This design comes from an exercise in tuning for small area, a short achievable clock period and few clock cycles per item on the open sky130 flow, not from production work. At most, simulation tests tie the RTL to the original design; equivalence was not proved. Power is estimated from default activity; no workload was simulated.

==> flow/design.v (excerpt) <==
module ex_unit (
	input  logic      clk,
	input  logic      rst,
	input  logic      req_i,
	output logic      ack_o,
	input  ex_pkg::alusel_t   alusel_i,
	input  ex_pkg::aluop_t    aluop_i,
	input  ex_pkg::word_t     reg1_i,
	input  ex_pkg::word_t     reg2_i,
	input  ex_pkg::reg_addr_t wd_i,
	input  logic      wreg_i,
	output ex_pkg::word_t     wdata_o,
	output ex_pkg::reg_addr_t wd_o,
	output logic      wreg_o,
	output logic      overflow_o
);
Size: roughly 3100 cells after synthesis, roughly 120 I/O pins, about 22000 µm² of cells after synthesis.
==> module alu_core, before the edit <==
module alu_core (
	input  logic [2:0]  alusel_i,
	input  logic [7:0]  aluop_i,
	input  logic [31:0] reg1_i,
	input  logic [31:0] reg2_i,
	input  logic [31:0] hi_i,
	input  logic [31:0] lo_i,
	input  logic        hi_ok_i,     
	input  logic        lo_ok_i,
	output logic [31:0] result_o,
	output logic        ovf_o,       
	output logic        b_zero_o     
);
	logic [7:0]  op;
	logic [31:0] a;
	logic [31:0] b;
	assign op = aluop_i;
	assign a  = reg1_i;
	assign b  = reg2_i;
	logic        sub;
	logic        slt_sel;
	logic        slt_uns;
	logic [31:0] g0, p0, r;
	logic [32:0] c;              
	logic        lt;
	assign sub     = op[1] ? (~op[6] | op[0]) : (op[6] & op[3]);
	assign slt_sel = op[6] ? (op[3] | (op[1] & op[0])) : op[3];
	assign slt_uns = op[6] ? op[3] : op[0];
	logic [33:0] sum_w;
	assign p0 = (a ^ b) ^ {32{sub}};
	assign g0 = '0;
	assign sum_w = {1'b0, a, 1'b1} + {1'b0, b ^ {32{sub}}, sub};
	assign c[31:0] = sum_w[32:1] ^ p0;
	assign c[32] = sum_w[33];
	assign r = p0 ^ c[31:0];
	assign ovf_o = c[31] ^ c[32];
	assign lt    = slt_uns ? ~c[32] : (r[31] ^ ovf_o);
	logic [3:0]  tt;
	logic [31:0] lres;
	always_comb begin
		case (alusel_i[1:0])
			2'b01: begin
				if (op[6]) begin
					case (op[2:0])
						3'b001:  tt = 4'b1000;   
						3'b010:  tt = 4'b1110;   
						3'b011:  tt = 4'b0110;   
						default: tt = 4'b1100;   
					endcase
				end else begin
					case (op[1:0])
						2'b00:   tt = 4'b1000;   
						2'b01:   tt = 4'b1110;   
						2'b10:   tt = 4'b0110;   
						default: tt = 4'b0001;   
					endcase
				end
			end
			2'b11:   tt = 4'b1100;               
			default: tt = 4'b1010;               
		endcase
		for (int i = 0; i < 32; i++)
			lres[i] = tt[{a[i], b[i]}];
	end
	logic        left;
	logic        fill;
	logic [4:0]  s;
	logic [4:0]  rot;
	logic [31:0] y;
	logic [31:0] ml;             
	logic [31:0] keep;
	logic [31:0] sres;
	assign left = ~op[1] & alusel_i[1] & ~alusel_i[0];
	assign s    = a[4:0];
	assign rot  = left ? (5'd0 - s) : s;
	assign fill = ~left & op[0] & b[31];
	always_comb begin
		logic [31:0] t;
		t = b;
		for (int k = 0; k < 5; k++)
			if (rot[k])
				t = (t >> (1 << k)) | (t << (32 - (1 << k)));
		y = t;
	end
	always_comb begin
		logic [31:0] m;
		m = 32'd0;
		m[0] = ~s[0];
		m[1] = 1'b1;
		for (int k = 1; k < 5; k++) begin
			logic [31:0] nm;
			nm = 32'd0;
			for (int i = 0; i < (1 << k); i++) begin
				nm[i]            = ~s[k] & m[i];
				nm[i + (1 << k)] = ~s[k] | m[i];
			end
			m = nm;
		end
		ml = m;
	end
	always_comb begin
		for (int i = 0; i < 32; i++) begin
			keep[i] = left ? ml[i] : ml[31 - i];
			sres[i] = keep[i] ? y[i] : fill;
		end
	end
	logic [31:0] cv;
	logic [7:0]  nz;         
	logic [1:0]  np [8];     
	logic [5:0]  cnt;
	logic clo;
	assign clo = op[0] & op[7] & alusel_i[2];
	assign cv  = clo ? ~a : a;
	always_comb begin
		for (int k = 0; k < 8; k++) begin
			logic [3:0] n;
			n = cv[31 - 4*k -: 4];
			nz[k] = (n == 4'd0);
			np[k] = n[3] ? 2'd0 : n[2] ? 2'd1 : n[1] ? 2'd2 : 2'd3;
		end
		cnt = 6'd32;
		for (int k = 7; k >= 0; k--)
			if (!nz[k])
				cnt = {1'b0, 3'(k), np[k]};
	end
	logic sel_lu, sel_sh, sel_add, sel_lt, sel_cnt, sel_hl;
	logic sel_hi, sel_lo;
	always_comb begin
		sel_lu  = 1'b0;
		sel_sh  = 1'b0;
		sel_add = 1'b0;
		sel_lt  = 1'b0;
		sel_cnt = 1'b0;
		sel_hl  = 1'b0;
		case (alusel_i[1:0])
			2'b01: sel_lu = 1'b1;
			2'b10: sel_sh = 1'b1;
			2'b11: begin
				if (op[4] & ~op[0])
					sel_hl = 1'b1;
				else
					sel_lu = 1'b1;
			end
			default: begin
				if (op[7]) begin
					if (op[4])
						sel_cnt = 1'b1;
					else
						sel_lu = 1'b1;
				end else if (op[4] & ~op[6])
					sel_lu = 1'b1;
				else if (slt_sel)
					sel_lt = 1'b1;
				else
					sel_add = 1'b1;
			end
		endcase
	end
	assign sel_hi = sel_hl & ~op[1] & hi_ok_i;
	assign sel_lo = sel_hl & op[1] & lo_ok_i;
	assign result_o = ({32{sel_lu}}  & lres) |
	                  ({32{sel_sh}}  & sres) |
	                  ({32{sel_add}} & r) |
	                  ({32{sel_hi}}  & hi_i) |
	                  ({32{sel_lo}}  & lo_i) |
	                  {26'd0, {6{sel_cnt}} & cnt} |
	                  {31'd0, sel_lt & lt};
	assign b_zero_o = (b == 32'd0);
endmodule
==> flow/config.mk <==
export PLATFORM = sky130hd
export DESIGN_NAME = ex_unit
export DESIGN_NICKNAME = ex_unit
export VERILOG_FILES = /design/flow/design.v
export SDC_FILE = /design/flow/constraint.sdc
export NUM_CORES = 4
export LEC_CHECK = 0
export ABC_AREA = 1
export CAP_MARGIN = 20
export CORE_MARGIN = 2
export CORE_UTILIZATION = 40
export SLEW_MARGIN = 20
==> flow/constraint.sdc <==
create_clock -name core_clock -period 26.0 [get_ports {clk}]
set_input_delay 5.2000 -clock core_clock [delete_from_list [all_inputs] [get_ports {clk}]]
set_output_delay 5.2000 -clock core_clock [all_outputs]
set_load 0.01 [all_outputs]
standard.sh (not shown) runs the stock make flow with config.mk's settings and CLKGATE_MAP_FILE= SYNTH_SCRIPT=/design/flow/synth_recipe.tcl, a recipe that flattens the netlist after the stock synthesis.
==> flow/flow/run.sh <==
#!/bin/bash
# The standard layout, except that the port buffers are buf_2 cells
# (ORFS's default choice is a clkdlybuf4s50_1 delay cell on every port),
# and the timing repair aims for setup slack well above zero
bash standard.sh BUFFER_PORTS_ARGS="-buffer_cell sky130_fd_sc_hd__buf_2" \
	SETUP_SLACK_MARGIN=18 finish > standard.log 2>&1
The baseline passed the timing, DRC and antenna checks.
==> next run, changes <==
--- a/flow/design.v
+++ b/flow/design.v
@@ -163,9 +163,13 @@
 	logic [31:0] keep;
 	logic [31:0] sres;
 	assign left = ~op[1] & alusel_i[1] & ~alusel_i[0];
 	assign s    = a[4:0];
-	assign rot  = left ? (5'd0 - s) : s;
+	assign rot[0] = s[0];
+	assign rot[1] = s[1] ^ (left & s[0]);
+	assign rot[2] = s[2] ^ (left & (|s[1:0]));
+	assign rot[3] = s[3] ^ (left & (|s[2:0]));
+	assign rot[4] = s[4] ^ (left & (|s[3:0]));
 	assign fill = ~left & op[0] & b[31];
 	always_comb begin
 		logic [31:0] t;
 		t = b;
After rerunning: The changed run passed the timing, DRC and antenna checks. Power drops by 0.81%. Area after synthesis barely changes. Sequential share of layout area climbs by 0.13 points. Worst hold slack improved by 0.0037 ns. Critical path depth climbs by 4. Core utilization drops by 0.35 points. Via count drops by 0.44%. Fmax climbs by 0.54%.
Testbench counts after the change, summed over its fixed seeds: cycles 11,588, ops 4,800.
Only the layout flow was run in the first run of this note; the RTL was not checked for function there.

## static timing again, ports no longer ideal
The results above use ideal ports. As a check the final layouts listed here were re-extracted and re-timed, cells and wires unchanged. Step 1 (the two cells are an assumption about what drives the block):
set clk [get_ports {clk}]
set_driving_cell -lib_cell sky130_fd_sc_hd__clkbuf_16 $clk
set_driving_cell -lib_cell sky130_fd_sc_hd__buf_2 [delete_from_list [all_inputs] $clk]
Step 2 adds t to the input delays and takes it off the output delays; t is the mean of the earliest and latest rising clock arrival at the registers after step 1. Input paths then give back, and output paths get back, about the clock's delay inside the block. Slacks: no drivers / after step 1 / after step 2; pairs: no drivers / after step 1.
| run | shift t [ns] | slack for setup (ns) | hold WS [ns] | worst setup path at the end | latest minus earliest clock arrival (ns) |
|---|---|---|---|---|---|
| the first run | 0.536 | 18.054 / 18.076 / 17.540 | 0.486 / 0.486 / 0.486 | input to register | 0.015 / 0.015 |
| the second run | 0.550 | 18.097 / 18.128 / 17.579 | 0.490 / 0.490 / 0.490 | input to register | 0.025 / 0.025 |
After both steps every run listed still meets setup and hold. For the second run, which loses most, drivers alone change the setup slack by +0.031 ns; drivers and shift together by -0.518 ns.
